Context: an optimization exercise on an open-source flow, tuned for small area, a short achievable clock period and few clock cycles per item. The choices shown serve that exercise and are no tape-out recipe.
At most, simulation tests tie the RTL to the original design; equivalence was not proved.
Power figures rest on the tool's default switching activity, not on a simulated workload.

==> module w4a8_gemm_top, before the edit <==
module w4a8_gemm_top (
  input  wire         ap_clk,
  input  wire         areset,
  input  wire         ap_start,
  input  wire         write_result,
  input  wire         a_req,
  input  wire  [31:0] a_data,
  input  wire         b_req,
  input  wire  [31:0] b_data,
  input  wire         out_ready,
  output wire         ap_idle,
  output wire         ap_done,
  output wire         ap_ready,
  output wire         a_ack,
  output wire         b_ack,
  output wire         out_valid,
  output wire  [31:0] out_data
);
  logic        run;        
  logic        done_q;
  logic        wr_q;
  logic        ack_a, ack_b;
  logic [1:0]  a_cnt;      
  logic        b_got;      
  logic [2:0]  cur;        
  logic [2:0]  sq;         
  logic [2:0]  pw;         
  logic        pv;         
  logic        ov;         
  logic [48-1:0] preg;
  logic [13:0] oreg;
  logic [31:0] areg;
  logic [31:0] breg;
  logic [48-1:0] part;
  logic [13:0] dot;
  wire xfer    = ov & out_ready;
  function automatic logic ok(input logic [2:0] w, input logic a1_in);
    ok = run & wr_q & b_got & ~w[2] & (w[1] ? (a_cnt == 2'd2 | a1_in) : (a_cnt == 2'd1));
  endfunction
  wire load    = run & wr_q & pv & (pw == cur) & (~ov | out_ready);
  wire [2:0] cur_n = cur + {2'b0, load};
  wire take_a  = run & a_req & ~ack_a &
                 (a_cnt == 2'd0 | (a_cnt == 2'd1 & (~wr_q | cur[1] | (cur[0] & load))));
  wire sq_ok   = ok(sq, take_a);
  wire [2:0] sq_n  = (sq_ok & (sq == cur_n)) ? cur_n + 3'd1 : cur_n;
  wire take_b  = run & b_req & ~ack_b & ~b_got;
  wire tiles   = (a_cnt == 2'd2) & ~ack_a & b_got & ~ack_b;
  wire fin     = run & tiles & (~wr_q | (cur[2] & (~ov | out_ready)));
  tile_mac_s1 mac_s1 (
    .a_row ((sq[1] & (a_cnt == 2'd1)) ? a_data : areg),
    .b_row (sq[0] ? breg[31:16] : breg[15:0]),
    .part  (part)
  );
  tile_mac_s2 mac_s2 (
    .part  (preg),
    .dot   (dot)
  );
  always_ff @(posedge ap_clk) begin
    if (areset) begin
      run    <= 1'b0;
      done_q <= 1'b0;
      wr_q   <= 1'b0;
      ack_a  <= 1'b0;
      ack_b  <= 1'b0;
      a_cnt  <= '0;
      b_got  <= 1'b0;
      cur    <= '0;
      sq     <= '0;
      pw     <= '0;
      pv     <= 1'b0;
      ov     <= 1'b0;
    end else begin
      done_q <= fin;
      if (~run) begin
        if (ap_start & ~done_q) begin
          run   <= 1'b1;
          wr_q  <= write_result;
          a_cnt <= '0;
          b_got <= 1'b0;
          cur   <= '0;
          sq    <= '0;
        end
      end else if (fin) begin
        run <= 1'b0;
      end
      if (take_a) begin
        ack_a <= 1'b1;
        a_cnt <= a_cnt + 2'd1;
      end else if (~a_req) begin
        ack_a <= 1'b0;
      end
      if (take_b) begin
        ack_b <= 1'b1;
        b_got <= 1'b1;
      end else if (~b_req) begin
        ack_b <= 1'b0;
      end
      if (run) begin
        cur  <= cur_n;
        sq   <= sq_n;
      end
      pw   <= sq;
      pv   <= sq_ok;
      if (load) begin
        ov   <= 1'b1;
      end else if (xfer) begin
        ov   <= 1'b0;
      end
    end
  end
  always_ff @(posedge ap_clk) begin
    if (take_a) areg <= a_data;
    if (take_b) breg <= b_data;
    preg <= part;
    if (load)   oreg <= dot;
  end
  assign ap_idle   = ~run;
  assign ap_done   = done_q;
  assign ap_ready  = done_q;
  assign a_ack     = ack_a;
  assign b_ack     = ack_b;
  assign out_valid = ov;
  assign out_data  = {{18{oreg[13]}}, oreg};
endmodule
export LEC_CHECK = 0
export CAP_MARGIN = 20
export CORE_MARGIN = 2
export CORE_UTILIZATION = 40
export CTS_BUF_LIST = sky130_fd_sc_hd__clkbuf_4 sky130_fd_sc_hd__clkbuf_8
export SLEW_MARGIN = 20
create_clock -name core_clock -period 8.0 [get_ports {ap_clk}]
standard.sh (not shown) runs the stock make flow with config.mk's settings and CLKGATE_MAP_FILE= SYNTH_SCRIPT=/design/flow/synth_recipe.tcl, a recipe that flattens the netlist after the stock synthesis.
==> flow/flow/run.sh <==
#!/bin/bash
set -euo pipefail
D=$PWD
SETUP_MARGIN=${SETUP_MARGIN:-5}
bash standard.sh synth > synth.log 2>&1
make -C "$FLOW_HOME" DESIGN_CONFIG=$D/config.mk WORK_HOME=$D/orfs CLKGATE_MAP_FILE= \
  SYNTH_SCRIPT=$D/synth_recipe.tcl \
  BUFFER_PORTS_ARGS="-buffer_cell sky130_fd_sc_hd__buf_2" \
  CTS_ARGS="-sink_clustering_enable -repair_clock_nets -dont_use_dummy_load -buf_list {sky130_fd_sc_hd__clkbuf_4 sky130_fd_sc_hd__clkbuf_8}" \
  SETUP_SLACK_MARGIN=$SETUP_MARGIN finish > layout.log 2>&1
R=$D/orfs/results/sky130hd/w4a8_gemm_top/base
: # left out here: write the final layout as DEF
The first run completed without violations.
Rerun with:
--- a/flow/design.v
+++ b/flow/design.v
@@ -294,24 +294,24 @@
   logic [31:0] areg;
   logic [31:0] breg;
   logic [48-1:0] part;
   logic [13:0] dot;
   wire xfer    = ov & out_ready;
-  function automatic logic ok(input logic [2:0] w, input logic a1_in);
-    ok = run & wr_q & b_got & ~w[2] & (w[1] ? (a_cnt == 2'd2 | a1_in) : (a_cnt == 2'd1));
+  function automatic logic ok(input logic [2:0] w);
+    ok = run & wr_q & b_got & ~w[2] & (w[1] ? (a_cnt == 2'd2) : (a_cnt == 2'd1));
   endfunction
   wire load    = run & wr_q & pv & (pw == cur) & (~ov | out_ready);
   wire [2:0] cur_n = cur + {2'b0, load};
+  wire sq_ok   = ok(sq);
+  wire [2:0] sq_n  = (sq_ok & (sq == cur_n)) ? cur_n + 3'd1 : cur_n;
   wire take_a  = run & a_req & ~ack_a &
                  (a_cnt == 2'd0 | (a_cnt == 2'd1 & (~wr_q | cur[1] | (cur[0] & load))));
-  wire sq_ok   = ok(sq, take_a);
-  wire [2:0] sq_n  = (sq_ok & (sq == cur_n)) ? cur_n + 3'd1 : cur_n;
   wire take_b  = run & b_req & ~ack_b & ~b_got;
   wire tiles   = (a_cnt == 2'd2) & ~ack_a & b_got & ~ack_b;
   wire fin     = run & tiles & (~wr_q | (cur[2] & (~ov | out_ready)));
   tile_mac_s1 mac_s1 (
-    .a_row ((sq[1] & (a_cnt == 2'd1)) ? a_data : areg),
+    .a_row (areg),
     .b_row (sq[0] ? breg[31:16] : breg[15:0]),
     .part  (part)
   );
   tile_mac_s2 mac_s2 (
     .part  (preg),
Outcome: Clock-buffer cell count is unchanged; cell area went down by roughly a tenth; fmax went up by a few percent; die area went down by a few percent; non-clock buffer count went down by 20; sequential power hardly moves; clock skew is about the same; global-route usage went down by 1.9 points; via count went down by about a fifth.
Testbench counts after the change, summed over its fixed seeds: cycles 31,250, jobs 3,200.
Function not checked in the first run of this note: the RTL went through the layout flow alone.

-- re-timing with driven ports --
In the flow no input, the clock included, has a driving cell. The finished layouts below were timed again as built, in two steps. Step 1 assumes that a clkbuf_16 drives the clock port and a buf_2 every other input. Step 2 times the ports against the registers' clock, not the clock port: input delays grow and output delays shrink by t, the midpoint of the rising clock arrivals with the driver on. a / b / c = ideal ports / drivers / drivers and shift; a / b = the first two.
| run | t, ns | setup slack, ns | worst setup path at the end |
|---|---|---|---|
| the first run | 0.476 | 4.849 / 4.841 / 4.365 | input to register |
| the second run | 0.483 | 4.993 / 5.000 / 4.517 | input to register |
After both steps setup and hold are still met in every run listed. The setup slack of the first run, which loses most, moves by -0.008 ns with the drivers and by -0.484 ns with both steps.
